Background: an optimization exercise with open tools, aiming at small area, a short achievable clock period and few clock cycles per item. Do not read the settings as production practice. In this exercise RTL edits were held to simulation tests only and were not proved equivalent to the original. Power figures rest on the tool's default switching activity, not on a simulated workload.

## flow/design.v (module list and top-level ports; edited modules follow where they fit)
// module tpu_dot4_a: 477 lines
// module tpu_dot4_b: 107 lines
// module tpu_top: 170 lines
module tpu_top
(
    input  logic        clk,
    input  logic        rst,
    input  logic        psel,
    input  logic        penable,
    input  logic        pwrite,
    input  logic [7:0]  paddr,
    input  logic [31:0] pwdata,
    output logic [31:0] prdata,
    output logic        pready,
    output logic        pslverr
);
  // ...
==> flow/run.sh <==
#!/bin/bash
# synth_recipe.tcl (not shown) runs the flow's synth.tcl, then flattens the netlist and writes it again
# the make line also repeats each setting of config.mk as NAME=value (left out here)
make -C /OpenROAD-flow-scripts/flow DESIGN_CONFIG=/design/flow/config.mk WORK_HOME=/design/flow/orfs CLKGATE_MAP_FILE= SYNTH_SCRIPT=/design/flow/synth_recipe.tcl finish
==> flow/config.mk <==
export PLATFORM = sky130hd
export DESIGN_NAME = tpu_top
export DESIGN_NICKNAME = tpu_top
export VERILOG_FILES = /design/flow/design.v
export SDC_FILE = /design/flow/constraint.sdc
export NUM_CORES = 4
export LEC_CHECK = 0
export ABC_CLOCK_PERIOD_IN_PS = 3400
export CAP_MARGIN = 20
export CORE_MARGIN = 2
export CORE_UTILIZATION = 55
export SETUP_SLACK_MARGIN = 5
export SLEW_MARGIN = 20
==> flow/constraint.sdc <==
create_clock -name core_clock -period 10.0 [get_ports {clk}]
set_input_delay 2.0000 -clock core_clock [delete_from_list [all_inputs] [get_ports {clk}]]
set_output_delay 2.0000 -clock core_clock [all_outputs]
set_load 0.01 [all_outputs]
==> results.txt, run 1 <==
The clock network burns 46.6% of the power. Data arrives at the worst endpoint at 5.30 ns. The worst hold path depth works out to 0. The area used by sequential logic in the layout was 10100 um2; the sum of met3 wire segment lengths after detailed routing was 9110 um. The wire length on met1 was 35700 um; the total combinational power was 319 uW.

Setup repair after global routing left no endpoint under its margin. The run finished with no timing, DRC or antenna violations. Final-layout clock-cell area share: 6.20%.

After clock tree synthesis, the repair step resized 0 gates. Cells with a size suffix above 1 make up 6.22% of the layout. The worst-path cell with the longest stage delay is sky130_fd_sc_hd__nor2b_1.

The HPWL after detailed placement is 61300 um. The final layout contains routed wiring with a total length of 87600 um. On the worst path, the slowest cell contributes a delay of 0.74 ns. Relative contribution of sequential cells to total power: 46.3%. Primary flip-flop cell chosen by synthesis mapping: sky130_fd_sc_hd__dfxtp_1.

STA puts the critical path data required time at 10.57 ns. The multi-input logic area was 15500 um2. After Yosys synthesis, and, or, nand and nor cells account for 17.9% of the synthesized area. The completed layout was analyzed and its total power is 4.46 mW. Summing all non-filler instances in the final layout gives an area of 29900 um2.

The most critical setup path has its startpoint at paddr[2]. The total buffers and inverters traversed by the critical path was 2; the global routing usage on met1 was 46.3%. In this run the horizontal extent of the chip is 226 um.
Testbench counts, summed over its fixed seeds: cycles 17,472, jobs 192.
==> run 2, diff against run 1 <==
==> flow/design.v (replaced) <==
package tpu_pkg;
    localparam int N      = 4;
    localparam int DATA_W = 8;
    localparam int ACC_W  = 18;   
    localparam int ADDR_W = 8;
    localparam logic [ADDR_W-1:0] CTRL_ADDR   = 8'h00;
    localparam logic [ADDR_W-1:0] STATUS_ADDR = 8'h04;
endpackage
`timescale 1ns/1ps
module tpu_dot4_a
(
    input  logic [7:0]  a0, a1, a2, a3,
    input  logic [7:0]  w0, w1, w2, w3,
    output logic [89:0] m
);
    wire s1 = ~(a0[0] & w0[7]) ^ ~(a0[7] & w0[0]) ^ ~(a1[0] & w1[7]);
    wire c2 = (~(a0[0] & w0[7]) & ~(a0[7] & w0[0])) | (~(a0[0] & w0[7]) & ~(a1[0] & w1[7])) | (~(a0[7] & w0[0]) & ~(a1[0] & w1[7]));
    wire s3 = ~(a0[1] & w0[6]) ^ ~(a0[2] & w0[5]) ^ ~(a0[3] & w0[4]);
    wire c4 = (~(a0[1] & w0[6]) & ~(a0[2] & w0[5])) | (~(a0[1] & w0[6]) & ~(a0[3] & w0[4])) | (~(a0[2] & w0[5]) & ~(a0[3] & w0[4]));
    wire s5 = ~(a0[1] & w0[7]) ^ ~(a0[7] & w0[1]) ^ ~(a1[1] & w1[7]);
    wire c6 = (~(a0[1] & w0[7]) & ~(a0[7] & w0[1])) | (~(a0[1] & w0[7]) & ~(a1[1] & w1[7])) | (~(a0[7] & w0[1]) & ~(a1[1] & w1[7]));
    wire s7 = ~(a0[0] & w0[4]) ^ ~(a0[1] & w0[3]);
    wire c8 = ~(~(a0[0] & w0[4]) | ~(a0[1] & w0[3]));
    wire s9 = ~(a0[0] & w0[5]) ^ ~(a0[1] & w0[4]) ^ ~(a0[2] & w0[3]);
    wire c10 = (~(a0[0] & w0[5]) & ~(a0[1] & w0[4])) | (~(a0[0] & w0[5]) & ~(a0[2] & w0[3])) | (~(a0[1] & w0[4]) & ~(a0[2] & w0[3]));
    wire s11 = ~(a0[3] & w0[2]) ^ ~(a0[4] & w0[1]) ^ ~(a0[5] & w0[0]);
    wire c12 = (~(a0[3] & w0[2]) & ~(a0[4] & w0[1])) | (~(a0[3] & w0[2]) & ~(a0[5] & w0[0])) | (~(a0[4] & w0[1]) & ~(a0[5] & w0[0]));
    wire s13 = ~(a1[0] & w1[5]) ^ ~(a1[1] & w1[4]) ^ ~(a1[2] & w1[3]);
    wire c14 = (~(a1[0] & w1[5]) & ~(a1[1] & w1[4])) | (~(a1[0] & w1[5]) & ~(a1[2] & w1[3])) | (~(a1[1] & w1[4]) & ~(a1[2] & w1[3]));
    wire s15 = ~(a0[0] & w0[6]) ^ ~(a0[1] & w0[5]) ^ ~(a0[2] & w0[4]);
    wire c16 = (~(a0[0] & w0[6]) & ~(a0[1] & w0[5])) | (~(a0[0] & w0[6]) & ~(a0[2] & w0[4])) | (~(a0[1] & w0[5]) & ~(a0[2] & w0[4]));
    wire s17 = ~(a0[3] & w0[3]) ^ ~(a0[4] & w0[2]) ^ ~(a0[5] & w0[1]);
    wire c18 = (~(a0[3] & w0[3]) & ~(a0[4] & w0[2])) | (~(a0[3] & w0[3]) & ~(a0[5] & w0[1])) | (~(a0[4] & w0[2]) & ~(a0[5] & w0[1]));
    wire s19 = ~(a0[6] & w0[0]) ^ ~(a1[0] & w1[6]) ^ ~(a1[1] & w1[5]);
    wire c20 = (~(a0[6] & w0[0]) & ~(a1[0] & w1[6])) | (~(a0[6] & w0[0]) & ~(a1[1] & w1[5])) | (~(a1[0] & w1[6]) & ~(a1[1] & w1[5]));
    wire s21 = ~(a1[2] & w1[4]) ^ ~(a1[3] & w1[3]) ^ ~(a1[4] & w1[2]);
    wire c22 = (~(a1[2] & w1[4]) & ~(a1[3] & w1[3])) | (~(a1[2] & w1[4]) & ~(a1[4] & w1[2])) | (~(a1[3] & w1[3]) & ~(a1[4] & w1[2]));
    wire s23 = ~(a1[5] & w1[1]) ^ ~(a1[6] & w1[0]) ^ ~(a2[0] & w2[6]);
    wire c24 = (~(a1[5] & w1[1]) & ~(a1[6] & w1[0])) | (~(a1[5] & w1[1]) & ~(a2[0] & w2[6])) | (~(a1[6] & w1[0]) & ~(a2[0] & w2[6]));
    wire s25 = ~(a2[1] & w2[5]) ^ ~(a2[2] & w2[4]) ^ ~(a2[3] & w2[3]);
    wire c26 = (~(a2[1] & w2[5]) & ~(a2[2] & w2[4])) | (~(a2[1] & w2[5]) & ~(a2[3] & w2[3])) | (~(a2[2] & w2[4]) & ~(a2[3] & w2[3]));
    wire s27 = ~(a0[4] & w0[3]) ^ ~(a0[5] & w0[2]) ^ ~(a0[6] & w0[1]);
    wire c28 = (~(a0[4] & w0[3]) & ~(a0[5] & w0[2])) | (~(a0[4] & w0[3]) & ~(a0[6] & w0[1])) | (~(a0[5] & w0[2]) & ~(a0[6] & w0[1]));
    wire s29 = ~(a1[1] & w1[6]) ^ ~(a1[2] & w1[5]) ^ ~(a1[3] & w1[4]);
    wire c30 = (~(a1[1] & w1[6]) & ~(a1[2] & w1[5])) | (~(a1[1] & w1[6]) & ~(a1[3] & w1[4])) | (~(a1[2] & w1[5]) & ~(a1[3] & w1[4]));
    wire s31 = ~(a1[4] & w1[3]) ^ ~(a1[5] & w1[2]) ^ ~(a1[6] & w1[1]);
    wire c32 = (~(a1[4] & w1[3]) & ~(a1[5] & w1[2])) | (~(a1[4] & w1[3]) & ~(a1[6] & w1[1])) | (~(a1[5] & w1[2]) & ~(a1[6] & w1[1]));
    wire s33 = ~(a1[7] & w1[0]) ^ ~(a2[0] & w2[7]) ^ ~(a2[7] & w2[0]);
    wire c34 = (~(a1[7] & w1[0]) & ~(a2[0] & w2[7])) | (~(a1[7] & w1[0]) & ~(a2[7] & w2[0])) | (~(a2[0] & w2[7]) & ~(a2[7] & w2[0]));
    wire s35 = ~(a2[1] & w2[6]) ^ ~(a2[2] & w2[5]) ^ ~(a2[3] & w2[4]);
    wire c36 = (~(a2[1] & w2[6]) & ~(a2[2] & w2[5])) | (~(a2[1] & w2[6]) & ~(a2[3] & w2[4])) | (~(a2[2] & w2[5]) & ~(a2[3] & w2[4]));
    wire s37 = ~(a2[4] & w2[3]) ^ ~(a2[5] & w2[2]) ^ ~(a2[6] & w2[1]);
    wire c38 = (~(a2[4] & w2[3]) & ~(a2[5] & w2[2])) | (~(a2[4] & w2[3]) & ~(a2[6] & w2[1])) | (~(a2[5] & w2[2]) & ~(a2[6] & w2[1]));
    wire s39 = ~(a3[0] & w3[7]) ^ ~(a3[7] & w3[0]) ^ s1;
    wire c40 = (~(a3[0] & w3[7]) & ~(a3[7] & w3[0])) | (~(a3[0] & w3[7]) & s1) | (~(a3[7] & w3[0]) & s1);
    wire s41 = ~(a3[1] & w3[6]) ^ ~(a3[2] & w3[5]);
    wire c42 = ~(~(a3[1] & w3[6]) | ~(a3[2] & w3[5]));
    wire s43 = ~(a0[2] & w0[6]) ^ ~(a0[3] & w0[5]) ^ ~(a0[4] & w0[4]);
    wire c44 = (~(a0[2] & w0[6]) & ~(a0[3] & w0[5])) | (~(a0[2] & w0[6]) & ~(a0[4] & w0[4])) | (~(a0[3] & w0[5]) & ~(a0[4] & w0[4]));
    wire s45 = ~(a0[5] & w0[3]) ^ ~(a0[6] & w0[2]) ^ ~(a1[2] & w1[6]);
    wire c46 = (~(a0[5] & w0[3]) & ~(a0[6] & w0[2])) | (~(a0[5] & w0[3]) & ~(a1[2] & w1[6])) | (~(a0[6] & w0[2]) & ~(a1[2] & w1[6]));
    wire s47 = ~(a1[3] & w1[5]) ^ ~(a1[4] & w1[4]) ^ ~(a1[5] & w1[3]);
    wire c48 = (~(a1[3] & w1[5]) & ~(a1[4] & w1[4])) | (~(a1[3] & w1[5]) & ~(a1[5] & w1[3])) | (~(a1[4] & w1[4]) & ~(a1[5] & w1[3]));
    wire s49 = ~(a1[6] & w1[2]) ^ ~(a2[2] & w2[6]) ^ ~(a2[3] & w2[5]);
    wire c50 = (~(a1[6] & w1[2]) & ~(a2[2] & w2[6])) | (~(a1[6] & w1[2]) & ~(a2[3] & w2[5])) | (~(a2[2] & w2[6]) & ~(a2[3] & w2[5]));
    wire s51 = ~(a1[7] & w1[1]) ^ ~(a2[1] & w2[7]) ^ ~(a2[7] & w2[1]);
    wire c52 = (~(a1[7] & w1[1]) & ~(a2[1] & w2[7])) | (~(a1[7] & w1[1]) & ~(a2[7] & w2[1])) | (~(a2[1] & w2[7]) & ~(a2[7] & w2[1]));
    wire s53 = ~(a2[4] & w2[4]) ^ ~(a2[5] & w2[3]) ^ ~(a2[6] & w2[2]);
    wire c54 = (~(a2[4] & w2[4]) & ~(a2[5] & w2[3])) | (~(a2[4] & w2[4]) & ~(a2[6] & w2[2])) | (~(a2[5] & w2[3]) & ~(a2[6] & w2[2]));
    wire s55 = ~(a3[1] & w3[7]) ^ ~(a3[7] & w3[1]) ^ s5;
    wire c56 = (~(a3[1] & w3[7]) & ~(a3[7] & w3[1])) | (~(a3[1] & w3[7]) & s5) | (~(a3[7] & w3[1]) & s5);
    wire s57 = ~(a3[2] & w3[6]) ^ ~(a3[3] & w3[5]) ^ ~(a3[4] & w3[4]);
    wire c58 = (~(a3[2] & w3[6]) & ~(a3[3] & w3[5])) | (~(a3[2] & w3[6]) & ~(a3[4] & w3[4])) | (~(a3[3] & w3[5]) & ~(a3[4] & w3[4]));
    wire s59 = ~(a3[5] & w3[3]) ^ ~(a3[6] & w3[2]);
    wire c60 = ~(~(a3[5] & w3[3]) | ~(a3[6] & w3[2]));
    wire s61 = ~(a0[2] & w0[7]) ^ ~(a0[7] & w0[2]) ^ ~(a1[2] & w1[7]);
    wire c62 = (~(a0[2] & w0[7]) & ~(a0[7] & w0[2])) | (~(a0[2] & w0[7]) & ~(a1[2] & w1[7])) | (~(a0[7] & w0[2]) & ~(a1[2] & w1[7]));
    wire s63 = ~(a0[3] & w0[6]) ^ ~(a0[4] & w0[5]) ^ ~(a0[5] & w0[4]);
    wire c64 = (~(a0[3] & w0[6]) & ~(a0[4] & w0[5])) | (~(a0[3] & w0[6]) & ~(a0[5] & w0[4])) | (~(a0[4] & w0[5]) & ~(a0[5] & w0[4]));
    wire s65 = ~(a0[6] & w0[3]) ^ ~(a1[3] & w1[6]) ^ ~(a1[4] & w1[5]);
    wire c66 = (~(a0[6] & w0[3]) & ~(a1[3] & w1[6])) | (~(a0[6] & w0[3]) & ~(a1[4] & w1[5])) | (~(a1[3] & w1[6]) & ~(a1[4] & w1[5]));
    wire s67 = ~(a1[5] & w1[4]) ^ ~(a1[6] & w1[3]) ^ ~(a2[3] & w2[6]);
    wire c68 = (~(a1[5] & w1[4]) & ~(a1[6] & w1[3])) | (~(a1[5] & w1[4]) & ~(a2[3] & w2[6])) | (~(a1[6] & w1[3]) & ~(a2[3] & w2[6]));
    wire s69 = ~(a1[7] & w1[2]) ^ ~(a2[2] & w2[7]) ^ ~(a2[7] & w2[2]);
    wire c70 = (~(a1[7] & w1[2]) & ~(a2[2] & w2[7])) | (~(a1[7] & w1[2]) & ~(a2[7] & w2[2])) | (~(a2[2] & w2[7]) & ~(a2[7] & w2[2]));
    wire s71 = ~(a2[4] & w2[5]) ^ ~(a2[5] & w2[4]) ^ ~(a2[6] & w2[3]);
    wire c72 = (~(a2[4] & w2[5]) & ~(a2[5] & w2[4])) | (~(a2[4] & w2[5]) & ~(a2[6] & w2[3])) | (~(a2[5] & w2[4]) & ~(a2[6] & w2[3]));
    wire s73 = ~(a3[2] & w3[7]) ^ ~(a3[7] & w3[2]) ^ c6;
    wire c74 = (~(a3[2] & w3[7]) & ~(a3[7] & w3[2])) | (~(a3[2] & w3[7]) & c6) | (~(a3[7] & w3[2]) & c6);
    wire s75 = ~(a3[3] & w3[6]) ^ ~(a3[4] & w3[5]);
    wire c76 = ~(~(a3[3] & w3[6]) | ~(a3[4] & w3[5]));
    wire s77 = ~(a0[3] & w0[7]) ^ ~(a0[7] & w0[3]) ^ ~(a1[3] & w1[7]);
    wire c78 = (~(a0[3] & w0[7]) & ~(a0[7] & w0[3])) | (~(a0[3] & w0[7]) & ~(a1[3] & w1[7])) | (~(a0[7] & w0[3]) & ~(a1[3] & w1[7]));
    wire s79 = ~(a0[4] & w0[6]) ^ ~(a0[5] & w0[5]) ^ ~(a0[6] & w0[4]);
    wire c80 = (~(a0[4] & w0[6]) & ~(a0[5] & w0[5])) | (~(a0[4] & w0[6]) & ~(a0[6] & w0[4])) | (~(a0[5] & w0[5]) & ~(a0[6] & w0[4]));
    wire s81 = ~(a1[4] & w1[6]) ^ ~(a1[5] & w1[5]) ^ ~(a1[6] & w1[4]);
    wire c82 = (~(a1[4] & w1[6]) & ~(a1[5] & w1[5])) | (~(a1[4] & w1[6]) & ~(a1[6] & w1[4])) | (~(a1[5] & w1[5]) & ~(a1[6] & w1[4]));
    wire s83 = ~(a1[7] & w1[3]) ^ ~(a2[3] & w2[7]) ^ ~(a2[7] & w2[3]);
    wire c84 = (~(a1[7] & w1[3]) & ~(a2[3] & w2[7])) | (~(a1[7] & w1[3]) & ~(a2[7] & w2[3])) | (~(a2[3] & w2[7]) & ~(a2[7] & w2[3]));
    wire s85 = ~(a2[4] & w2[6]) ^ ~(a2[5] & w2[5]) ^ ~(a2[6] & w2[4]);
    wire c86 = (~(a2[4] & w2[6]) & ~(a2[5] & w2[5])) | (~(a2[4] & w2[6]) & ~(a2[6] & w2[4])) | (~(a2[5] & w2[5]) & ~(a2[6] & w2[4]));
    wire s87 = ~(a0[4] & w0[7]) ^ ~(a0[7] & w0[4]) ^ ~(a1[4] & w1[7]);
    wire c88 = (~(a0[4] & w0[7]) & ~(a0[7] & w0[4])) | (~(a0[4] & w0[7]) & ~(a1[4] & w1[7])) | (~(a0[7] & w0[4]) & ~(a1[4] & w1[7]));
    wire s89 = ~(a0[0] & w0[3]) ^ ~(a0[1] & w0[2]) ^ ~(a0[2] & w0[1]);
    wire c90 = (~(a0[0] & w0[3]) & ~(a0[1] & w0[2])) | (~(a0[0] & w0[3]) & ~(a0[2] & w0[1])) | (~(a0[1] & w0[2]) & ~(a0[2] & w0[1]));
    wire s91 = ~(a0[3] & w0[0]) ^ ~(a1[0] & w1[3]);
    wire c92 = ~(~(a0[3] & w0[0]) | ~(a1[0] & w1[3]));
    wire s93 = ~(a0[2] & w0[2]) ^ ~(a0[3] & w0[1]) ^ ~(a0[4] & w0[0]);
    wire c94 = (~(a0[2] & w0[2]) & ~(a0[3] & w0[1])) | (~(a0[2] & w0[2]) & ~(a0[4] & w0[0])) | (~(a0[3] & w0[1]) & ~(a0[4] & w0[0]));
    wire s95 = ~(a1[0] & w1[4]) ^ ~(a1[1] & w1[3]) ^ ~(a1[2] & w1[2]);
    wire c96 = (~(a1[0] & w1[4]) & ~(a1[1] & w1[3])) | (~(a1[0] & w1[4]) & ~(a1[2] & w1[2])) | (~(a1[1] & w1[3]) & ~(a1[2] & w1[2]));
    wire s97 = ~(a1[3] & w1[1]) ^ ~(a1[4] & w1[0]) ^ ~(a2[0] & w2[4]);
    wire c98 = (~(a1[3] & w1[1]) & ~(a1[4] & w1[0])) | (~(a1[3] & w1[1]) & ~(a2[0] & w2[4])) | (~(a1[4] & w1[0]) & ~(a2[0] & w2[4]));
    wire s99 = ~(a2[1] & w2[3]) ^ ~(a2[2] & w2[2]) ^ ~(a2[3] & w2[1]);
    wire c100 = (~(a2[1] & w2[3]) & ~(a2[2] & w2[2])) | (~(a2[1] & w2[3]) & ~(a2[3] & w2[1])) | (~(a2[2] & w2[2]) & ~(a2[3] & w2[1]));
    wire s101 = ~(a1[3] & w1[2]) ^ ~(a1[4] & w1[1]) ^ ~(a1[5] & w1[0]);
    wire c102 = (~(a1[3] & w1[2]) & ~(a1[4] & w1[1])) | (~(a1[3] & w1[2]) & ~(a1[5] & w1[0])) | (~(a1[4] & w1[1]) & ~(a1[5] & w1[0]));
    wire s103 = ~(a2[0] & w2[5]) ^ ~(a2[1] & w2[4]) ^ ~(a2[2] & w2[3]);
    wire c104 = (~(a2[0] & w2[5]) & ~(a2[1] & w2[4])) | (~(a2[0] & w2[5]) & ~(a2[2] & w2[3])) | (~(a2[1] & w2[4]) & ~(a2[2] & w2[3]));
    wire s105 = ~(a2[3] & w2[2]) ^ ~(a2[4] & w2[1]) ^ ~(a2[5] & w2[0]);
    wire c106 = (~(a2[3] & w2[2]) & ~(a2[4] & w2[1])) | (~(a2[3] & w2[2]) & ~(a2[5] & w2[0])) | (~(a2[4] & w2[1]) & ~(a2[5] & w2[0]));
    wire s107 = ~(a3[0] & w3[5]) ^ ~(a3[1] & w3[4]) ^ ~(a3[2] & w3[3]);
    wire c108 = (~(a3[0] & w3[5]) & ~(a3[1] & w3[4])) | (~(a3[0] & w3[5]) & ~(a3[2] & w3[3])) | (~(a3[1] & w3[4]) & ~(a3[2] & w3[3]));
    wire s109 = ~(a3[3] & w3[2]) ^ ~(a3[4] & w3[1]) ^ ~(a3[5] & w3[0]);
    wire c110 = (~(a3[3] & w3[2]) & ~(a3[4] & w3[1])) | (~(a3[3] & w3[2]) & ~(a3[5] & w3[0])) | (~(a3[4] & w3[1]) & ~(a3[5] & w3[0]));
    wire s111 = ~(a2[4] & w2[2]) ^ ~(a2[5] & w2[1]) ^ ~(a2[6] & w2[0]);
    wire c112 = (~(a2[4] & w2[2]) & ~(a2[5] & w2[1])) | (~(a2[4] & w2[2]) & ~(a2[6] & w2[0])) | (~(a2[5] & w2[1]) & ~(a2[6] & w2[0]));
    wire s113 = ~(a3[0] & w3[6]) ^ ~(a3[1] & w3[5]) ^ ~(a3[2] & w3[4]);
    wire c114 = (~(a3[0] & w3[6]) & ~(a3[1] & w3[5])) | (~(a3[0] & w3[6]) & ~(a3[2] & w3[4])) | (~(a3[1] & w3[5]) & ~(a3[2] & w3[4]));
    wire s115 = ~(a3[3] & w3[3]) ^ ~(a3[4] & w3[2]) ^ ~(a3[5] & w3[1]);
    wire c116 = (~(a3[3] & w3[3]) & ~(a3[4] & w3[2])) | (~(a3[3] & w3[3]) & ~(a3[5] & w3[1])) | (~(a3[4] & w3[2]) & ~(a3[5] & w3[1]));
    wire s117 = ~(a3[6] & w3[0]) ^ s15 ^ s17;
    wire c118 = (~(a3[6] & w3[0]) & s15) | (~(a3[6] & w3[0]) & s17) | (s15 & s17);
    wire s119 = s19 ^ s21 ^ s23;
    wire c120 = (s19 & s21) | (s19 & s23) | (s21 & s23);
    wire s121 = s25 ^ c10;
    wire c122 = ~(s25 | c10);
    wire s123 = ~(a3[3] & w3[4]) ^ ~(a3[4] & w3[3]) ^ ~(a3[5] & w3[2]);
    wire c124 = (~(a3[3] & w3[4]) & ~(a3[4] & w3[3])) | (~(a3[3] & w3[4]) & ~(a3[5] & w3[2])) | (~(a3[4] & w3[3]) & ~(a3[5] & w3[2]));
    wire s125 = ~(a3[6] & w3[1]) ^ s3 ^ s27;
    wire c126 = (~(a3[6] & w3[1]) & s3) | (~(a3[6] & w3[1]) & s27) | (s3 & s27);
    wire s127 = s29 ^ s31 ^ s35;
    wire c128 = (s29 & s31) | (s29 & s35) | (s31 & s35);
    wire s129 = s33 ^ s39 ^ s41;
    wire c130 = (s33 & s39) | (s33 & s41) | (s39 & s41);
    wire s131 = s37 ^ c16 ^ c18;
    wire c132 = (s37 & c16) | (s37 & c18) | (c16 & c18);
    wire s133 = c20 ^ c22 ^ c24;
    wire c134 = (c20 & c22) | (c20 & c24) | (c22 & c24);
    wire s135 = c2 ^ s51 ^ s55;
    wire c136 = (c2 & s51) | (c2 & s55) | (s51 & s55);
    wire s137 = c4 ^ s43 ^ s45;
    wire c138 = (c4 & s43) | (c4 & s45) | (s43 & s45);
    wire s139 = s47 ^ s49 ^ s53;
    wire c140 = (s47 & s49) | (s47 & s53) | (s49 & s53);
    wire s141 = s57 ^ c28 ^ c30;
    wire c142 = (s57 & c28) | (s57 & c30) | (c28 & c30);
    wire s143 = s59 ^ c34 ^ c40;
    wire c144 = (s59 & c34) | (s59 & c40) | (c34 & c40);
    wire s145 = c32 ^ c36 ^ c38;
    wire c146 = (c32 & c36) | (c32 & c38) | (c36 & c38);
    wire s147 = ~(a3[5] & w3[4]) ^ ~(a3[6] & w3[3]) ^ s63;
    wire c148 = (~(a3[5] & w3[4]) & ~(a3[6] & w3[3])) | (~(a3[5] & w3[4]) & s63) | (~(a3[6] & w3[3]) & s63);
    wire s149 = s61 ^ s69 ^ s73;
    wire c150 = (s61 & s69) | (s61 & s73) | (s69 & s73);
    wire s151 = s65 ^ s67 ^ s71;
    wire c152 = (s65 & s67) | (s65 & s71) | (s67 & s71);
    wire s153 = s75 ^ c52 ^ c56;
    wire c154 = (s75 & c52) | (s75 & c56) | (c52 & c56);
    wire s155 = c44 ^ c46 ^ c48;
    wire c156 = (c44 & c46) | (c44 & c48) | (c46 & c48);
    wire s157 = c50 ^ c54 ^ c58;
    wire c158 = (c50 & c54) | (c50 & c58) | (c54 & c58);
    wire s159 = ~(a3[3] & w3[7]) ^ ~(a3[7] & w3[3]) ^ 1'b1;
    wire c160 = (~(a3[3] & w3[7]) & ~(a3[7] & w3[3])) | (~(a3[3] & w3[7]) & 1'b1) | (~(a3[7] & w3[3]) & 1'b1);
    wire s161 = ~(a3[4] & w3[6]) ^ ~(a3[5] & w3[5]) ^ ~(a3[6] & w3[4]);
    wire c162 = (~(a3[4] & w3[6]) & ~(a3[5] & w3[5])) | (~(a3[4] & w3[6]) & ~(a3[6] & w3[4])) | (~(a3[5] & w3[5]) & ~(a3[6] & w3[4]));
    wire s163 = s77 ^ s83 ^ c62;
    wire c164 = (s77 & s83) | (s77 & c62) | (s83 & c62);
    wire s165 = s79 ^ s81 ^ s85;
    wire c166 = (s79 & s81) | (s79 & s85) | (s81 & s85);
    wire s167 = c64 ^ c66 ^ c68;
    wire c168 = (c64 & c66) | (c64 & c68) | (c66 & c68);
    wire s169 = c70 ^ c74 ^ c76;
    wire c170 = (c70 & c74) | (c70 & c76) | (c74 & c76);
    wire s171 = ~(a0[5] & w0[6]) ^ ~(a0[6] & w0[5]) ^ ~(a1[5] & w1[6]);
    wire c172 = (~(a0[5] & w0[6]) & ~(a0[6] & w0[5])) | (~(a0[5] & w0[6]) & ~(a1[5] & w1[6])) | (~(a0[6] & w0[5]) & ~(a1[5] & w1[6]));
    wire s173 = ~(a1[6] & w1[5]) ^ ~(a2[5] & w2[6]) ^ ~(a2[6] & w2[5]);
    wire c174 = (~(a1[6] & w1[5]) & ~(a2[5] & w2[6])) | (~(a1[6] & w1[5]) & ~(a2[6] & w2[5])) | (~(a2[5] & w2[6]) & ~(a2[6] & w2[5]));
    wire s175 = ~(a1[7] & w1[4]) ^ ~(a2[4] & w2[7]) ^ ~(a2[7] & w2[4]);
    wire c176 = (~(a1[7] & w1[4]) & ~(a2[4] & w2[7])) | (~(a1[7] & w1[4]) & ~(a2[7] & w2[4])) | (~(a2[4] & w2[7]) & ~(a2[7] & w2[4]));
    wire s177 = ~(a3[4] & w3[7]) ^ ~(a3[7] & w3[4]) ^ s87;
    wire c178 = (~(a3[4] & w3[7]) & ~(a3[7] & w3[4])) | (~(a3[4] & w3[7]) & s87) | (~(a3[7] & w3[4]) & s87);
    wire s179 = ~(a3[5] & w3[6]) ^ ~(a3[6] & w3[5]) ^ c80;
    wire c180 = (~(a3[5] & w3[6]) & ~(a3[6] & w3[5])) | (~(a3[5] & w3[6]) & c80) | (~(a3[6] & w3[5]) & c80);
    wire s181 = c78 ^ ~c82 ^ c84;
    wire c182 = (c78 & ~c82) | (c78 & c84) | (~c82 & c84);
    wire s183 = ~(a0[5] & w0[7]) ^ ~(a0[7] & w0[5]) ^ ~(a1[5] & w1[7]);
    wire c184 = (~(a0[5] & w0[7]) & ~(a0[7] & w0[5])) | (~(a0[5] & w0[7]) & ~(a1[5] & w1[7])) | (~(a0[7] & w0[5]) & ~(a1[5] & w1[7]));
    wire s185 = ~(a0[6] & w0[6]) ^ ~(a1[6] & w1[6]) ^ ~(a2[6] & w2[6]);
    wire c186 = (~(a0[6] & w0[6]) & ~(a1[6] & w1[6])) | (~(a0[6] & w0[6]) & ~(a2[6] & w2[6])) | (~(a1[6] & w1[6]) & ~(a2[6] & w2[6]));
    wire s187 = ~(a1[7] & w1[5]) ^ ~(a2[5] & w2[7]) ^ ~(a2[7] & w2[5]);
    wire c188 = (~(a1[7] & w1[5]) & ~(a2[5] & w2[7])) | (~(a1[7] & w1[5]) & ~(a2[7] & w2[5])) | (~(a2[5] & w2[7]) & ~(a2[7] & w2[5]));
    wire s189 = ~(a0[0] & w0[2]) ^ ~(a0[1] & w0[1]) ^ ~(a0[2] & w0[0]);
    wire c190 = (~(a0[0] & w0[2]) & ~(a0[1] & w0[1])) | (~(a0[0] & w0[2]) & ~(a0[2] & w0[0])) | (~(a0[1] & w0[1]) & ~(a0[2] & w0[0]));
    wire s191 = ~(a1[0] & w1[2]) ^ ~(a1[1] & w1[1]);
    wire c192 = ~(~(a1[0] & w1[2]) | ~(a1[1] & w1[1]));
    wire s193 = ~(a1[1] & w1[2]) ^ ~(a1[2] & w1[1]) ^ ~(a1[3] & w1[0]);
    wire c194 = (~(a1[1] & w1[2]) & ~(a1[2] & w1[1])) | (~(a1[1] & w1[2]) & ~(a1[3] & w1[0])) | (~(a1[2] & w1[1]) & ~(a1[3] & w1[0]));
    wire s195 = ~(a2[0] & w2[3]) ^ ~(a2[1] & w2[2]) ^ ~(a2[2] & w2[1]);
    wire c196 = (~(a2[0] & w2[3]) & ~(a2[1] & w2[2])) | (~(a2[0] & w2[3]) & ~(a2[2] & w2[1])) | (~(a2[1] & w2[2]) & ~(a2[2] & w2[1]));
    wire s197 = ~(a2[3] & w2[0]) ^ ~(a3[0] & w3[3]) ^ ~(a3[1] & w3[2]);
    wire c198 = (~(a2[3] & w2[0]) & ~(a3[0] & w3[3])) | (~(a2[3] & w2[0]) & ~(a3[1] & w3[2])) | (~(a3[0] & w3[3]) & ~(a3[1] & w3[2]));
    wire s199 = ~(a2[4] & w2[0]) ^ ~(a3[0] & w3[4]) ^ ~(a3[1] & w3[3]);
    wire c200 = (~(a2[4] & w2[0]) & ~(a3[0] & w3[4])) | (~(a2[4] & w2[0]) & ~(a3[1] & w3[3])) | (~(a3[0] & w3[4]) & ~(a3[1] & w3[3]));
    wire s201 = ~(a3[2] & w3[2]) ^ ~(a3[3] & w3[1]) ^ ~(a3[4] & w3[0]);
    wire c202 = (~(a3[2] & w3[2]) & ~(a3[3] & w3[1])) | (~(a3[2] & w3[2]) & ~(a3[4] & w3[0])) | (~(a3[3] & w3[1]) & ~(a3[4] & w3[0]));
    wire s203 = s7 ^ ~s93 ^ ~s95;
    wire c204 = (s7 & ~s93) | (s7 & ~s95) | (~s93 & ~s95);
    wire s205 = s97 ^ s99;
    wire c206 = ~(s97 | s99);
    wire s207 = s9 ^ s11 ^ s13;
    wire c208 = (s9 & s11) | (s9 & s13) | (s11 & s13);
    wire s209 = c8 ^ ~s101 ^ ~s103;
    wire c210 = (c8 & ~s101) | (c8 & ~s103) | (~s101 & ~s103);
    wire s211 = s105 ^ s107 ^ s109;
    wire c212 = (s105 & s107) | (s105 & s109) | (s107 & s109);
    wire s213 = c94 ^ c96 ^ c98;
    wire c214 = (c94 & c96) | (c94 & c98) | (c96 & c98);
    wire s215 = c12 ^ c14 ^ s111;
    wire c216 = (c12 & c14) | (c12 & s111) | (c14 & s111);
    wire s217 = s113 ^ s115 ^ s117;
    wire c218 = (s113 & s115) | (s113 & s117) | (s115 & s117);
    wire s219 = s119 ^ c102 ^ c104;
    wire c220 = (s119 & c102) | (s119 & c104) | (c102 & c104);
    wire s221 = s121 ^ ~c106 ^ ~c108;
    wire c222 = (s121 & ~c106) | (s121 & ~c108) | (~c106 & ~c108);
    wire s223 = c26 ^ s123 ^ s125;
    wire c224 = (c26 & s123) | (c26 & s125) | (s123 & s125);
    wire s225 = s127 ^ s131 ^ s133;
    wire c226 = (s127 & s131) | (s127 & s133) | (s131 & s133);
    wire s227 = s129 ^ ~c112 ^ ~c114;
    wire c228 = (s129 & ~c112) | (s129 & ~c114) | (~c112 & ~c114);
    wire s229 = c116 ^ c118 ^ c120;
    wire c230 = (c116 & c118) | (c116 & c120) | (c118 & c120);
    wire s231 = c42 ^ s135 ^ s143;
    wire c232 = (c42 & s135) | (c42 & s143) | (s135 & s143);
    wire s233 = s137 ^ s139 ^ s141;
    wire c234 = (s137 & s139) | (s137 & s141) | (s139 & s141);
    wire s235 = s145 ^ c124 ^ c126;
    wire c236 = (s145 & c124) | (s145 & c126) | (c124 & c126);
    wire s237 = c128 ^ c132 ^ c134;
    wire c238 = (c128 & c132) | (c128 & c134) | (c132 & c134);
    wire s239 = c60 ^ s149 ^ s153;
    wire c240 = (c60 & s149) | (c60 & s153) | (s149 & s153);
    wire s241 = s147 ^ s151 ^ s155;
    wire c242 = (s147 & s151) | (s147 & s155) | (s151 & s155);
    wire s243 = s157 ^ c138 ^ c140;
    wire c244 = (s157 & c138) | (s157 & c140) | (c138 & c140);
    wire s245 = c136 ^ ~c142 ^ c144;
    wire c246 = (c136 & ~c142) | (c136 & c144) | (~c142 & c144);
    wire s247 = c72 ^ s161 ^ s165;
    wire c248 = (c72 & s161) | (c72 & s165) | (s161 & s165);
    wire s249 = s159 ^ s163 ^ s169;
    wire c250 = (s159 & s163) | (s159 & s169) | (s163 & s169);
    wire s251 = s167 ^ c148 ^ c152;
    wire c252 = (s167 & c148) | (s167 & c152) | (c148 & c152);
    wire s253 = c150 ^ c154 ^ ~c156;
    wire c254 = (c150 & c154) | (c150 & ~c156) | (c154 & ~c156);
    wire s255 = c86 ^ s171 ^ s173;
    wire c256 = (c86 & s171) | (c86 & s173) | (s171 & s173);
    wire s257 = s175 ^ s177 ^ s181;
    wire c258 = (s175 & s177) | (s175 & s181) | (s177 & s181);
    wire s259 = s179 ^ c162 ^ c166;
    wire c260 = (s179 & c162) | (s179 & c166) | (c162 & c166);
    wire s261 = c160 ^ c164 ^ c170;
    wire c262 = (c160 & c164) | (c160 & c170) | (c164 & c170);
    wire s263 = ~(a3[5] & w3[7]) ^ ~(a3[7] & w3[5]) ^ c88;
    wire c264 = (~(a3[5] & w3[7]) & ~(a3[7] & w3[5])) | (~(a3[5] & w3[7]) & c88) | (~(a3[7] & w3[5]) & c88);
    wire s265 = ~(a3[6] & w3[6]) ^ s185 ^ c172;
    wire c266 = (~(a3[6] & w3[6]) & s185) | (~(a3[6] & w3[6]) & c172) | (s185 & c172);
    wire s267 = s183 ^ s187 ^ c176;
    wire c268 = (s183 & s187) | (s183 & c176) | (s187 & c176);
    wire s269 = ~c174 ^ c178 ^ ~c180;
    wire c270 = (~c174 & c178) | (~c174 & ~c180) | (c178 & ~c180);
    wire s271 = ~(a0[6] & w0[7]) ^ ~(a0[7] & w0[6]) ^ ~(a1[6] & w1[7]);
    wire c272 = (~(a0[6] & w0[7]) & ~(a0[7] & w0[6])) | (~(a0[6] & w0[7]) & ~(a1[6] & w1[7])) | (~(a0[7] & w0[6]) & ~(a1[6] & w1[7]));
    wire s273 = ~(a1[7] & w1[6]) ^ ~(a2[6] & w2[7]) ^ ~(a2[7] & w2[6]);
    wire c274 = (~(a1[7] & w1[6]) & ~(a2[6] & w2[7])) | (~(a1[7] & w1[6]) & ~(a2[7] & w2[6])) | (~(a2[6] & w2[7]) & ~(a2[7] & w2[6]));
    wire s275 = ~(a3[6] & w3[7]) ^ ~(a3[7] & w3[6]) ^ c184;
    wire c276 = (~(a3[6] & w3[7]) & ~(a3[7] & w3[6])) | (~(a3[6] & w3[7]) & c184) | (~(a3[7] & w3[6]) & c184);
    wire s277 = ~(a0[0] & w0[1]) ^ ~(a0[1] & w0[0]) ^ ~(a1[0] & w1[1]);
    wire c278 = (~(a0[0] & w0[1]) & ~(a0[1] & w0[0])) | (~(a0[0] & w0[1]) & ~(a1[0] & w1[1])) | (~(a0[1] & w0[0]) & ~(a1[0] & w1[1]));
    wire s279 = ~(a1[2] & w1[0]) ^ ~(a2[0] & w2[2]) ^ ~(a2[1] & w2[1]);
    wire c280 = (~(a1[2] & w1[0]) & ~(a2[0] & w2[2])) | (~(a1[2] & w1[0]) & ~(a2[1] & w2[1])) | (~(a2[0] & w2[2]) & ~(a2[1] & w2[1]));
    wire s281 = ~(a2[2] & w2[0]) ^ ~(a3[0] & w3[2]) ^ ~(a3[1] & w3[1]);
    wire c282 = (~(a2[2] & w2[0]) & ~(a3[0] & w3[2])) | (~(a2[2] & w2[0]) & ~(a3[1] & w3[1])) | (~(a3[0] & w3[2]) & ~(a3[1] & w3[1]));
    wire s283 = ~(a3[2] & w3[1]) ^ ~(a3[3] & w3[0]) ^ s89;
    wire c284 = (~(a3[2] & w3[1]) & ~(a3[3] & w3[0])) | (~(a3[2] & w3[1]) & s89) | (~(a3[3] & w3[0]) & s89);
    wire s285 = s91 ^ ~s193 ^ ~s195;
    wire c286 = (s91 & ~s193) | (s91 & ~s195) | (~s193 & ~s195);
    wire s287 = s197 ^ c190;
    wire c288 = ~(s197 | c190);
    wire s289 = c90 ^ s199 ^ s201;
    wire c290 = (c90 & s199) | (c90 & s201) | (s199 & s201);
    wire s291 = c92 ^ s203 ^ s205;
    wire c292 = (c92 & s203) | (c92 & s205) | (s203 & s205);
    wire s293 = c194 ^ c196 ^ c198;
    wire c294 = (c194 & c196) | (c194 & c198) | (c196 & c198);
    wire s295 = c100 ^ s207 ^ s211;
    wire c296 = (c100 & s207) | (c100 & s211) | (s207 & s211);
    wire s297 = s209 ^ c204 ^ c206;
    wire c298 = (s209 & c204) | (s209 & c206) | (c204 & c206);
    wire s299 = s213 ^ c200 ^ c202;
    wire c300 = (s213 & c200) | (s213 & c202) | (c200 & c202);
    wire s301 = c110 ^ s215 ^ s217;
    wire c302 = (c110 & s215) | (c110 & s217) | (s215 & s217);
    wire s303 = s219 ^ c208 ^ c212;
    wire c304 = (s219 & c208) | (s219 & c212) | (c208 & c212);
    wire s305 = s221 ^ c210 ^ ~c214;
    wire c306 = (s221 & c210) | (s221 & ~c214) | (c210 & ~c214);
    wire s307 = c122 ^ s227 ^ c222;
    wire c308 = (c122 & s227) | (c122 & c222) | (s227 & c222);
    wire s309 = s223 ^ s225 ^ s229;
    wire c310 = (s223 & s225) | (s223 & s229) | (s225 & s229);
    wire s311 = c216 ^ c218 ^ c220;
    wire c312 = (c216 & c218) | (c216 & c220) | (c218 & c220);
    wire s313 = c130 ^ s231 ^ c228;
    wire c314 = (c130 & s231) | (c130 & c228) | (s231 & c228);
    wire s315 = s233 ^ s235 ^ s237;
    wire c316 = (s233 & s235) | (s233 & s237) | (s235 & s237);
    wire s317 = c224 ^ c226 ^ c230;
    wire c318 = (c224 & c226) | (c224 & c230) | (c226 & c230);
    wire s319 = c146 ^ s241 ^ s243;
    wire c320 = (c146 & s241) | (c146 & s243) | (s241 & s243);
    wire s321 = s239 ^ s245 ^ c232;
    wire c322 = (s239 & s245) | (s239 & c232) | (s245 & c232);
    wire s323 = c234 ^ c236 ^ c238;
    wire c324 = (c234 & c236) | (c234 & c238) | (c236 & c238);
    wire s325 = c158 ^ s247 ^ s251;
    wire c326 = (c158 & s247) | (c158 & s251) | (s247 & s251);
    wire s327 = s249 ^ s253 ^ c240;
    wire c328 = (s249 & s253) | (s249 & c240) | (s253 & c240);
    wire s329 = ~c242 ^ ~c244 ^ c246;
    wire c330 = (~c242 & ~c244) | (~c242 & c246) | (~c244 & c246);
    wire s331 = c168 ^ s255 ^ s259;
    wire c332 = (c168 & s255) | (c168 & s259) | (s255 & s259);
    wire s333 = s257 ^ s261 ^ c250;
    wire c334 = (s257 & s261) | (s257 & c250) | (s261 & c250);
    wire s335 = ~c248 ^ ~c252 ^ c254;
    wire c336 = (~c248 & ~c252) | (~c248 & c254) | (~c252 & c254);
    wire s337 = c182 ^ s263 ^ s267;
    wire c338 = (c182 & s263) | (c182 & s267) | (s263 & s267);
    wire s339 = s265 ^ c256 ^ c260;
    wire c340 = (s265 & c256) | (s265 & c260) | (c256 & c260);
    wire s341 = s269 ^ c258 ^ c262;
    wire c342 = (s269 & c258) | (s269 & c262) | (c258 & c262);
    wire s343 = ~c186 ^ c188 ^ s271;
    wire c344 = (~c186 & c188) | (~c186 & s271) | (c188 & s271);
    wire s345 = s273 ^ s275 ^ c264;
    wire c346 = (s273 & s275) | (s273 & c264) | (s275 & c264);
    wire s347 = ~c266 ^ c268 ^ c270;
    wire c348 = (~c266 & c268) | (~c266 & c270) | (c268 & c270);
    wire s349 = ~(a0[7] & w0[7]) ^ ~(a1[7] & w1[7]) ^ ~(a2[7] & w2[7]);
    wire c350 = (~(a0[7] & w0[7]) & ~(a1[7] & w1[7])) | (~(a0[7] & w0[7]) & ~(a2[7] & w2[7])) | (~(a1[7] & w1[7]) & ~(a2[7] & w2[7]));
    wire s351 = ~~(a3[7] & w3[7]) ^ c272 ^ c274;
    wire c352 = (~~(a3[7] & w3[7]) & c272) | (~~(a3[7] & w3[7]) & c274) | (c272 & c274);
    assign m[0] = ~(a0[0] & w0[0]);
    assign m[1] = ~(a1[0] & w1[0]);
    assign m[2] = ~(a2[0] & w2[0]);
    assign m[3] = ~(a3[0] & w3[0]);
    assign m[4] = ~(a1[1] & w1[0]);
    assign m[5] = ~(a2[0] & w2[1]);
    assign m[6] = ~(a2[1] & w2[0]);
    assign m[7] = ~(a3[0] & w3[1]);
    assign m[8] = ~(a3[1] & w3[0]);
    assign m[9] = s277;
    assign m[10] = ~(a3[2] & w3[0]);
    assign m[11] = s189;
    assign m[12] = s191;
    assign m[13] = s279;
    assign m[14] = s281;
    assign m[15] = c278;
    assign m[16] = c192;
    assign m[17] = s283;
    assign m[18] = s285;
    assign m[19] = s287;
    assign m[20] = c280;
    assign m[21] = c282;
    assign m[22] = s289;
    assign m[23] = s291;
    assign m[24] = s293;
    assign m[25] = c284;
    assign m[26] = c286;
    assign m[27] = c288;
    assign m[28] = s295;
    assign m[29] = s297;
    assign m[30] = s299;
    assign m[31] = c290;
    assign m[32] = c292;
    assign m[33] = c294;
    assign m[34] = s301;
    assign m[35] = s303;
    assign m[36] = s305;
    assign m[37] = c296;
    assign m[38] = c298;
    assign m[39] = c300;
    assign m[40] = s307;
    assign m[41] = s309;
    assign m[42] = s311;
    assign m[43] = c302;
    assign m[44] = c304;
    assign m[45] = c306;
    assign m[46] = s313;
    assign m[47] = s315;
    assign m[48] = s317;
    assign m[49] = c308;
    assign m[50] = c310;
    assign m[51] = c312;
    assign m[52] = s319;
    assign m[53] = s321;
    assign m[54] = s323;
    assign m[55] = c314;
    assign m[56] = c316;
    assign m[57] = c318;
    assign m[58] = s325;
    assign m[59] = s327;
    assign m[60] = s329;
    assign m[61] = c320;
    assign m[62] = c322;
    assign m[63] = c324;
    assign m[64] = s331;
    assign m[65] = s333;
    assign m[66] = s335;
    assign m[67] = c326;
    assign m[68] = c328;
    assign m[69] = c330;
    assign m[70] = s337;
    assign m[71] = s339;
    assign m[72] = s341;
    assign m[73] = c332;
    assign m[74] = c334;
    assign m[75] = c336;
    assign m[76] = s343;
    assign m[77] = s345;
    assign m[78] = s347;
    assign m[79] = c338;
    assign m[80] = c340;
    assign m[81] = c342;
    assign m[82] = c276;
    assign m[83] = s349;
    assign m[84] = s351;
    assign m[85] = c344;
    assign m[86] = c346;
    assign m[87] = c348;
    assign m[88] = c350;
    assign m[89] = c352;
endmodule
module tpu_dot4_b
(
    input  logic [89:0] m,
    output logic [17:0] r0,
    output logic [17:0] r1
);
    wire s353 = m[4] ^ m[5] ^ m[6];
    wire c354 = (m[4] & m[5]) | (m[4] & m[6]) | (m[5] & m[6]);
    wire s355 = m[10] ^ m[11] ^ m[13];
    wire c356 = (m[10] & m[11]) | (m[10] & m[13]) | (m[11] & m[13]);
    wire s357 = m[12] ^ ~m[14];
    wire c358 = m[12] & ~m[14];
    wire s359 = m[16] ^ m[18] ^ m[19];
    wire c360 = (m[16] & m[18]) | (m[16] & m[19]) | (m[18] & m[19]);
    wire s361 = m[17] ^ m[20] ^ m[21];
    wire c362 = (m[17] & m[20]) | (m[17] & m[21]) | (m[20] & m[21]);
    wire s363 = m[22] ^ m[24] ^ m[25];
    wire c364 = (m[22] & m[24]) | (m[22] & m[25]) | (m[24] & m[25]);
    wire s365 = m[23] ^ m[26] ^ m[27];
    wire c366 = (m[23] & m[26]) | (m[23] & m[27]) | (m[26] & m[27]);
    wire s367 = m[28] ^ m[30] ^ m[31];
    wire c368 = (m[28] & m[30]) | (m[28] & m[31]) | (m[30] & m[31]);
    wire s369 = m[29] ^ m[32] ^ ~m[33];
    wire c370 = (m[29] & m[32]) | (m[29] & ~m[33]) | (m[32] & ~m[33]);
    wire s371 = m[34] ^ m[35] ^ m[37];
    wire c372 = (m[34] & m[35]) | (m[34] & m[37]) | (m[35] & m[37]);
    wire s373 = m[36] ^ m[38] ^ ~m[39];
    wire c374 = (m[36] & m[38]) | (m[36] & ~m[39]) | (m[38] & ~m[39]);
    wire s375 = m[40] ^ ~m[41] ^ ~m[42];
    wire c376 = (m[40] & ~m[41]) | (m[40] & ~m[42]) | (~m[41] & ~m[42]);
    wire s377 = ~m[43] ^ ~m[44] ^ m[45];
    wire c378 = (~m[43] & ~m[44]) | (~m[43] & m[45]) | (~m[44] & m[45]);
    wire s379 = m[46] ^ ~m[47] ^ ~m[48];
    wire c380 = (m[46] & ~m[47]) | (m[46] & ~m[48]) | (~m[47] & ~m[48]);
    wire s381 = m[49] ^ ~m[50] ^ ~m[51];
    wire c382 = (m[49] & ~m[50]) | (m[49] & ~m[51]) | (~m[50] & ~m[51]);
    wire s383 = m[52] ^ m[54] ^ m[56];
    wire c384 = (m[52] & m[54]) | (m[52] & m[56]) | (m[54] & m[56]);
    wire s385 = m[53] ^ m[55] ^ ~m[57];
    wire c386 = (m[53] & m[55]) | (m[53] & ~m[57]) | (m[55] & ~m[57]);
    wire s387 = m[58] ^ m[61] ^ m[63];
    wire c388 = (m[58] & m[61]) | (m[58] & m[63]) | (m[61] & m[63]);
    wire s389 = m[59] ^ m[60] ^ m[62];
    wire c390 = (m[59] & m[60]) | (m[59] & m[62]) | (m[60] & m[62]);
    wire s391 = ~m[64] ^ m[65] ^ m[66];
    wire c392 = (~m[64] & m[65]) | (~m[64] & m[66]) | (m[65] & m[66]);
    wire s393 = ~m[67] ^ m[68] ^ m[69];
    wire c394 = (~m[67] & m[68]) | (~m[67] & m[69]) | (m[68] & m[69]);
    wire s395 = m[70] ^ m[72] ^ m[74];
    wire c396 = (m[70] & m[72]) | (m[70] & m[74]) | (m[72] & m[74]);
    wire s397 = ~m[71] ^ ~m[73] ^ m[75];
    wire c398 = (~m[71] & ~m[73]) | (~m[71] & m[75]) | (~m[73] & m[75]);
    wire s399 = m[76] ^ m[77] ^ m[78];
    wire c400 = (m[76] & m[77]) | (m[76] & m[78]) | (m[77] & m[78]);
    wire s401 = m[79] ^ ~m[80] ^ m[81];
    wire c402 = (m[79] & ~m[80]) | (m[79] & m[81]) | (~m[80] & m[81]);
    wire s403 = m[82] ^ m[84] ^ m[85];
    wire c404 = (m[82] & m[84]) | (m[82] & m[85]) | (m[84] & m[85]);
    wire s405 = ~m[83] ^ m[86] ^ m[87];
    wire c406 = (~m[83] & m[86]) | (~m[83] & m[87]) | (m[86] & m[87]);
    wire s407 = m[0] ^ m[1];
    wire c408 = ~(m[0] | m[1]);
    wire s409 = m[7] ^ m[8] ^ m[9];
    wire c410 = (m[7] & m[8]) | (m[7] & m[9]) | (m[8] & m[9]);
    wire s411 = m[15] ^ s355 ^ c354;
    wire c412 = (m[15] & s355) | (m[15] & c354) | (s355 & c354);
    wire s413 = s359 ^ ~s361 ^ ~c356;
    wire c414 = (s359 & ~s361) | (s359 & ~c356) | (~s361 & ~c356);
    wire s415 = ~s363 ^ s365 ^ c360;
    wire c416 = (~s363 & s365) | (~s363 & c360) | (s365 & c360);
    wire s417 = ~s367 ^ s369 ^ ~c364;
    wire c418 = (~s367 & s369) | (~s367 & ~c364) | (s369 & ~c364);
    wire s419 = ~s371 ^ s373 ^ ~c368;
    wire c420 = (~s371 & s373) | (~s371 & ~c368) | (s373 & ~c368);
    wire s421 = s375 ^ s377 ^ c374;
    wire c422 = (s375 & s377) | (s375 & c374) | (s377 & c374);
    wire s423 = s379 ^ s381 ^ c376;
    wire c424 = (s379 & s381) | (s379 & c376) | (s381 & c376);
    wire s425 = ~s383 ^ s385 ^ c380;
    wire c426 = (~s383 & s385) | (~s383 & c380) | (s385 & c380);
    wire s427 = ~s387 ^ s389 ^ ~c384;
    wire c428 = (~s387 & s389) | (~s387 & ~c384) | (s389 & ~c384);
    wire s429 = s391 ^ s393 ^ c390;
    wire c430 = (s391 & s393) | (s391 & c390) | (s393 & c390);
    wire s431 = s395 ^ s397 ^ c392;
    wire c432 = (s395 & s397) | (s395 & c392) | (s397 & c392);
    wire s433 = s399 ^ s401 ^ c396;
    wire c434 = (s399 & s401) | (s399 & c396) | (s401 & c396);
    wire s435 = s403 ^ s405 ^ c400;
    wire c436 = (s403 & s405) | (s403 & c400) | (s405 & c400);
    wire s437 = ~m[88] ^ m[89] ^ c404;
    wire c438 = (~m[88] & m[89]) | (~m[88] & c404) | (m[89] & c404);
    wire s439 = m[2] ^ m[3];
    wire c440 = ~(m[2] | m[3]);
    wire s441 = ~s353 ^ ~s409 ^ c408;
    wire c442 = (~s353 & ~s409) | (~s353 & c408) | (~s409 & c408);
    wire s443 = s357 ^ ~s411 ^ ~c410;
    wire c444 = (s357 & ~s411) | (s357 & ~c410) | (~s411 & ~c410);
    wire s445 = c358 ^ s413 ^ ~c412;
    wire c446 = (c358 & s413) | (c358 & ~c412) | (s413 & ~c412);
    wire s447 = ~c362 ^ s415 ^ c414;
    wire c448 = (~c362 & s415) | (~c362 & c414) | (s415 & c414);
    wire s449 = c366 ^ s417 ^ c416;
    wire c450 = (c366 & s417) | (c366 & c416) | (s417 & c416);
    wire s451 = c370 ^ s419 ^ c418;
    wire c452 = (c370 & s419) | (c370 & c418) | (s419 & c418);
    wire s453 = ~c372 ^ s421 ^ c420;
    wire c454 = (~c372 & s421) | (~c372 & c420) | (s421 & c420);
    wire s455 = c378 ^ s423 ^ c422;
    wire c456 = (c378 & s423) | (c378 & c422) | (s423 & c422);
    wire s457 = c382 ^ s425 ^ c424;
    wire c458 = (c382 & s425) | (c382 & c424) | (s425 & c424);
    wire s459 = c386 ^ s427 ^ c426;
    wire c460 = (c386 & s427) | (c386 & c426) | (s427 & c426);
    wire s461 = ~c388 ^ s429 ^ c428;
    wire c462 = (~c388 & s429) | (~c388 & c428) | (s429 & c428);
    wire s463 = c394 ^ s431 ^ c430;
    wire c464 = (c394 & s431) | (c394 & c430) | (s431 & c430);
    wire s465 = c398 ^ s433 ^ c432;
    wire c466 = (c398 & s433) | (c398 & c432) | (s433 & c432);
    wire s467 = c402 ^ s435 ^ c434;
    wire c468 = (c402 & s435) | (c402 & c434) | (s435 & c434);
    wire s469 = c406 ^ s437 ^ c436;
    wire c470 = (c406 & s437) | (c406 & c436) | (s437 & c436);
    assign r0[0] = s407;
    assign r1[0] = s439;
    assign r0[1] = s441;
    assign r1[1] = c440;
    assign r0[2] = s443;
    assign r1[2] = c442;
    assign r0[3] = s445;
    assign r1[3] = c444;
    assign r0[4] = s447;
    assign r1[4] = c446;
    assign r0[5] = s449;
    assign r1[5] = c448;
    assign r0[6] = s451;
    assign r1[6] = c450;
    assign r0[7] = s453;
    assign r1[7] = c452;
    assign r0[8] = s455;
    assign r1[8] = c454;
    assign r0[9] = s457;
    assign r1[9] = c456;
    assign r0[10] = s459;
    assign r1[10] = c458;
    assign r0[11] = s461;
    assign r1[11] = c460;
    assign r0[12] = s463;
    assign r1[12] = c462;
    assign r0[13] = s465;
    assign r1[13] = c464;
    assign r0[14] = s467;
    assign r1[14] = c466;
    assign r0[15] = s469;
    assign r1[15] = c468;
    assign r0[16] = c438;
    assign r1[16] = c470;
    assign r0[17] = 1'b0;
    assign r1[17] = 1'b0;
endmodule
`timescale 1ns/1ps
module tpu_top
(
    input  logic        clk,
    input  logic        rst,
    input  logic        psel,
    input  logic        penable,
    input  logic        pwrite,
    input  logic [7:0]  paddr,
    input  logic [31:0] pwdata,
    output logic [31:0] prdata,
    output logic        pready,
    output logic        pslverr
);
    localparam int MW = 90;   
    logic [7:0] aq   [4][4];     
    logic [7:0] wq   [4][4];     
    logic [6:0] res  [16];       
    logic       res_ok;          
    logic       busy;
    logic       done;
    logic       go_q;            
    logic       wact;            
    logic [3:0] wcnt;            
    logic [3:0] t;               
    logic [3:0] idx;
    logic       aligned, is_ctrl, is_status, is_feat, is_wgt, is_res, mapped;
    assign idx       = paddr[5:2];
    assign aligned   = (paddr[1:0] == 2'b00);
    assign is_ctrl   = (paddr == 8'h00);
    assign is_status = (paddr == 8'h04);
    assign is_feat   = aligned && (paddr[7:6] == 2'd1);
    assign is_wgt    = aligned && (paddr[7:6] == 2'd2);
    assign is_res    = aligned && (paddr[7:6] == 2'd3);
    assign mapped    = is_ctrl || is_status || is_feat || is_wgt || is_res;
    logic [MW-1:0] m, mq;
    logic [17:0]   r0, r1, sum_q;
    logic [6:0]    act;
    logic [6:0]    act_w;        
    logic          pz2, pz3;     
    logic [3:0]    e3;           
    logic          res_we;       
    tpu_dot4_a i_dot_a (
        .a0 (aq[0][0]), .a1 (aq[0][1]), .a2 (aq[0][2]), .a3 (aq[0][3]),
        .w0 (wq[0][0]), .w1 (wq[1][0]), .w2 (wq[2][0]), .w3 (wq[3][0]),
        .m  (m)
    );
    tpu_dot4_b i_dot_b (
        .m  (mq),
        .r0 (r0),
        .r1 (r1)
    );
    assign act    = sum_q[17] ? 7'd0 : (|sum_q[16:7]) ? 7'd127 : sum_q[6:0];
    assign act_w  = pz3 ? 7'd0 : act;
    assign e3     = t - 4'd2;
    assign res_we = wact;
    logic fin;                 
    logic busy_nx, done_nx;    
    logic err_setup;           
    assign fin     = wact && (wcnt == 4'd15);
    assign busy_nx = busy && !fin;
    assign done_nx = done || fin;
    assign err_setup = !mapped || (pwrite && (is_status || is_res))
                    || (pwrite && busy_nx && (is_feat || is_wgt || (is_ctrl && pwdata[0])));
    logic       setup, wr_ok, go_s, we_feat, we_wgt;
    logic [1:0] wcol_wr;         
    logic [1:0] arow_wr;         
    logic [3:0] t_nx;
    logic       arot;            
    assign setup   = psel && !penable;
    assign wr_ok   = setup && pwrite && aligned && !busy_nx;
    assign go_s    = setup && pwrite && is_ctrl && pwdata[0] && !busy_nx;
    assign we_feat = wr_ok && (paddr[7:6] == 2'd1);
    assign we_wgt  = wr_ok && (paddr[7:6] == 2'd2);
    assign t_nx    = t + 4'd1;
    assign arot    = (t[1:0] == 2'd3);
    assign wcol_wr = paddr[3:2] - t_nx[1:0];
    assign arow_wr = paddr[5:4] - t_nx[3:2];
    logic [7:0] pa_q;            
    always_ff @(posedge clk) pa_q <= paddr;
    logic [6:0] rd_r;
    logic [7:0] rd_fast;
    always_comb begin
        rd_r = 7'd0;
        for (int q = 0; q < 16; q++) begin
            if (idx == 4'(t - 4'd3 - 4'(q))) rd_r = rd_r | res[q];
        end
        if (res_we && e3 == idx) rd_r = act_w;
        rd_fast = ({8{is_res && res_ok}} & {1'b0, rd_r})
                | ({8{is_status}} & {6'd0, done_nx, busy_nx});
    end
    logic [1:0] rcol, rrow;
    logic [7:0] rd_slow;
    assign rcol    = pa_q[3:2] - t[1:0];
    assign rrow    = pa_q[5:4] - t[3:2];
    assign rd_slow = pa_q[7] ? wq[pa_q[5:4]][rcol] : aq[rrow][pa_q[3:2]];
    logic       op_rd;           
    logic [7:0] rd_q;
    logic       err_q;
    logic       rdy_q;
    assign op_rd = !pwrite && aligned && (paddr[7:6] == 2'd1 || paddr[7:6] == 2'd2);
    always_ff @(posedge clk) begin
        rd_q  <= rdy_q ? rd_fast : rd_slow;
        err_q <= err_setup;
        rdy_q <= !(psel && !penable && op_rd);
    end
    assign prdata  = {{24{rd_q[7]}}, rd_q};
    assign pslverr = err_q;
    assign pready  = rdy_q;
    always_ff @(posedge clk) begin
        for (int r = 0; r < 4; r++) begin
            for (int k = 0; k < 4; k++) begin
                if (rst) aq[r][k] <= 8'd0;
                else if (we_feat && arow_wr == 2'(r) && paddr[3:2] == 2'(k)) aq[r][k] <= pwdata[7:0];
                else if (arot) aq[r][k] <= aq[(r + 1) % 4][k];
            end
        end
        for (int k = 0; k < 4; k++) begin
            for (int c = 0; c < 4; c++) begin
                if (rst) wq[k][c] <= 8'd0;
                else if (we_wgt && paddr[5:4] == 2'(k) && wcol_wr == 2'(c)) wq[k][c] <= pwdata[7:0];
                else wq[k][c] <= wq[k][(c + 1) % 4];
            end
        end
    end
    always_ff @(posedge clk) begin
        if (rst) begin
            busy   <= 1'b0;
            done   <= 1'b0;
            res_ok <= 1'b0;
            go_q   <= 1'b0;
            wact   <= 1'b0;
            wcnt   <= 4'd0;
            t      <= 4'd0;
        end else begin
            go_q <= go_s;
            if (go_q) begin
                busy <= 1'b1;
                done <= 1'b0;
            end else if (fin) begin
                busy   <= 1'b0;
                done   <= 1'b1;
                res_ok <= 1'b1;
            end
            if (go_s) begin
                wact <= 1'b1;
                wcnt <= 4'd0;
            end else if (wact) begin
                if (wcnt == 4'd15) wact <= 1'b0;
                wcnt <= wcnt + 4'd1;
            end
            t <= t + 4'd1;
        end
    end
    always_ff @(posedge clk) begin
        res[0] <= res_we ? act_w : res[15];
        for (int q = 1; q < 16; q++) res[q] <= res[q-1];
    end
    always_ff @(posedge clk) begin
        mq    <= m;
        sum_q <= r0 + r1 + 18'h20000;
        pz2   <= rst;
        pz3   <= pz2;
    end
endmodule
==> flow/flow/run.sh (new file) <==
#!/bin/bash
set -euo pipefail
bash standard.sh SETUP_SLACK_MARGIN=6.5 MATCH_CELL_FOOTPRINT=0 finish > flow_make.log 2>&1
==> flow/standard.sh (new file) <==
#!/bin/bash
# synth_recipe.tcl (not shown) runs the flow's synth.tcl, then flattens the netlist and writes it again
# the make line also repeats each setting of config.mk as NAME=value (left out here)
make -C /OpenROAD-flow-scripts/flow DESIGN_CONFIG=/design/flow/config.mk WORK_HOME=/design/flow/orfs CLKGATE_MAP_FILE= SYNTH_SCRIPT=/design/flow/synth_recipe.tcl "${@:-finish}"
==> flow/config.mk (replaced) <==
export PLATFORM = sky130hd
export DESIGN_NAME = tpu_top
export DESIGN_NICKNAME = tpu_top
export VERILOG_FILES = /design/flow/design.v
export SDC_FILE = /design/flow/constraint.sdc
export NUM_CORES = 4
export LEC_CHECK = 0
export ABC_AREA = 1
export CAP_MARGIN = 20
export CORE_MARGIN = 2
export CORE_UTILIZATION = 55
export SLEW_MARGIN = 20
removed: flow/run.sh
==> results.txt, run 2 <==
The flow ran to the end and the layout has no timing, DRC or antenna violations. The HPWL after detailed placement is 69000 um (+13%), and the number of enable flip-flop cells after synthesis is 0. In this run the power spent charging and discharging nets is 1.14 mW. The tools report the post-route antenna net violation count as 0. Setup repair after global routing could not meet its margin everywhere. The worst setup path is launched from a primary input. Max-cap violations in this run came to 0. The share of flip-flops with an asynchronous set or reset after synthesis was 0%; the post-route clock period utilization was 34.5%. The first global-routing pass estimated 147000 um of wire.

The logs give 24500 for the via count of the first global-routing pass and 46.2% (about the same) for the relative contribution of sequential cells to total power. For the critical path required time, the log shows 10.48 ns (-0.09 ns). The area fraction of the dominant cell type after synthesis is 36.0%, and the ratio of cells with drive above 1 in the final layout is 12.4% (+6.2 points). For the portion of total power attributed to the clock network, the log shows 46.1% (-0.5 points).

Primary flip-flop cell chosen by synthesis mapping: sky130_fd_sc_hd__dfxtp_1. Most repeated cell in the gate-level netlist after synthesis: sky130_fd_sc_hd__nand2_1. After technology mapping, the gate count stands at 3679. For this run, the register share of the synthesized area comes to 36.0%.

The minimum setup slack after placement was 4.47 ns; the width of the die was 230 um (+1.7%). Of the total power, combinational logic draws 7.7%. The run gives 4.39 mW (-1.6%) as the sum of internal, switching and leakage power.

Global placement routability congestion: 0.960. Highest fanout seen on the critical path: 10. The run gives 99000 um (+13%) as the final wirelength. The biggest area contributor in the post-synthesis netlist is sky130_fd_sc_hd__dfxtp_1. The detailed router finished its first iteration with 2818 violations. Cell internal power was estimated by the tool at 3.25 mW.

The clock passes through at most 3 buffers. Sorting the synthesized cells by how often they occur yields sky130_fd_sc_hd__nand2_1 (944), sky130_fd_sc_hd__inv_1 (602), sky130_fd_sc_hd__dfxtp_1 (506). The arrival time of the worst setup path is 3.93 ns (-1.37 ns).
==> run 2: cell count changes after synthesis, moves of 30 or more <==
cell	delta
sky130_fd_sc_hd__nand2_1	+534
sky130_fd_sc_hd__o21ai_0	+45
sky130_fd_sc_hd__nor2_1	+201
sky130_fd_sc_hd__mux2i_1	-121
sky130_fd_sc_hd__nand4_1	+41
sky130_fd_sc_hd__a22oi_1	-58
sky130_fd_sc_hd__nand3_1	-30
sky130_fd_sc_hd__a222oi_1	-35
sky130_fd_sc_hd__a311oi_1	+59
sky130_fd_sc_hd__inv_1	+398
sky130_fd_sc_hd__and2_1	-176
==> run 2: power by group through the flow <==
stage | registers, mW | clock network (mW) | logic [mW]
6_report | 2.03 | 2.02 | 0.339
5_1_grt | 2.03 | 2.11 | 0.356
4_1_cts | 2.03 | 2.04 | 0.299
3_5_place_dp | 2.07 | 0 | 0.254
3_3_place_gp | 2.07 | 0 | 0.250
2_1_floorplan | 2.07 | 0 | 0.165
==> run 2: worst paths after layout <==
kind         startpoint   endpoint  slack (ns)  cells after the start
max            paddr[4]   aq[9][1]        6.55                     12
min                 pz2        pz3        0.33                      0
max reg2reg      mq[42]  sum_q[17]        6.55                     13
min reg2reg         pz2        pz3        0.33                      0
==> run 2: cell families (layout without fill, tap and decap cells) <==
kind of cell             after synthesis  in the layout  share of synthesized area (%)
other                                  0              1                              0
adder cells (fa/ha/maj)              273            273                           18.1
AND/OR/NAND/NOR                     1522           1522                           21.8
XOR/XNOR                              26             26                          0.930
buffers and inverters                823            907                           11.7
AO/OA/AOI/OAI                        529            529                           11.5
flip-flops                           506            506                           36.0
==> run 2: what timing repair did <==
action                                  in CTS  in global routing
gates cloned                                 0                  6
pin swaps                                   39                 60
setup buffers                               51                 53
hold endpoints to repair                     0                  0
gates resized for setup                    201                130
hold buffers                                 0                  0
endpoints found under the setup margin     314                283
==> run 2: through the flow <==
stage	area (um2)	utilization [%]	cells
finish	33000	65.6	4436
global route	33000	65.6	4435
CTS	32000	63.6	4376
detailed placement	28900	57.4	4229
global placement	28900	57.4	4229
floorplan	28200	-	3679
==> run 2: critical path: stages <==
cell                       delay, ns
sky130_fd_sc_hd__buf_4          0.21
sky130_fd_sc_hd__inv_6          0.09
sky130_fd_sc_hd__ha_4           0.19
sky130_fd_sc_hd__xnor2_4        0.21
sky130_fd_sc_hd__xor2_4         0.31
sky130_fd_sc_hd__nand2_4        0.16
sky130_fd_sc_hd__nor2_4         0.21
sky130_fd_sc_hd__clkinv_4       0.12
sky130_fd_sc_hd__buf_4          0.15
sky130_fd_sc_hd__buf_4          0.12
sky130_fd_sc_hd__nand3_1        0.06
sky130_fd_sc_hd__a31oi_1        0.09
==> run 2: final cells by class <==
type                       count  area (um2)  share of cell area (%)
clock buffer                  67        1490                    4.51
tap                          672         841                    2.55
clock inverter                29         284                   0.861
sequential                   506       10200                    30.8
timing repair buffer         196        2130                    6.45
antenna                        1        2.50                 0.00759
inverter                     615        2350                    7.14
multi-input combinational   2350       15700                    47.7
==> run 2: layer usage <==
metal / share of wire, % / up-vias / routed length, um / track usage, %
met4: 4.9 / 4 / 4840 / 16.4
met1: 40 / 12200 / 39400 / 48.1
met5: 0.023 / - / 23 / 0
li1: - / 11500 / - / -
met3: 10 / 301 / 10300 / 7.97
met2: 45 / 1352 / 44400 / 58.3
Testbench counts of run 2, summed over its fixed seeds: cycles 17,472, jobs 192.

Check on run 2: ideal ports give 6.550 ns setup slack; a clkbuf_16 on the clock port and buf_2 on the inputs give 6.496 ns; moving port delays by the midpoint clock arrival (0.685 ns) as well gives 5.811 ns.
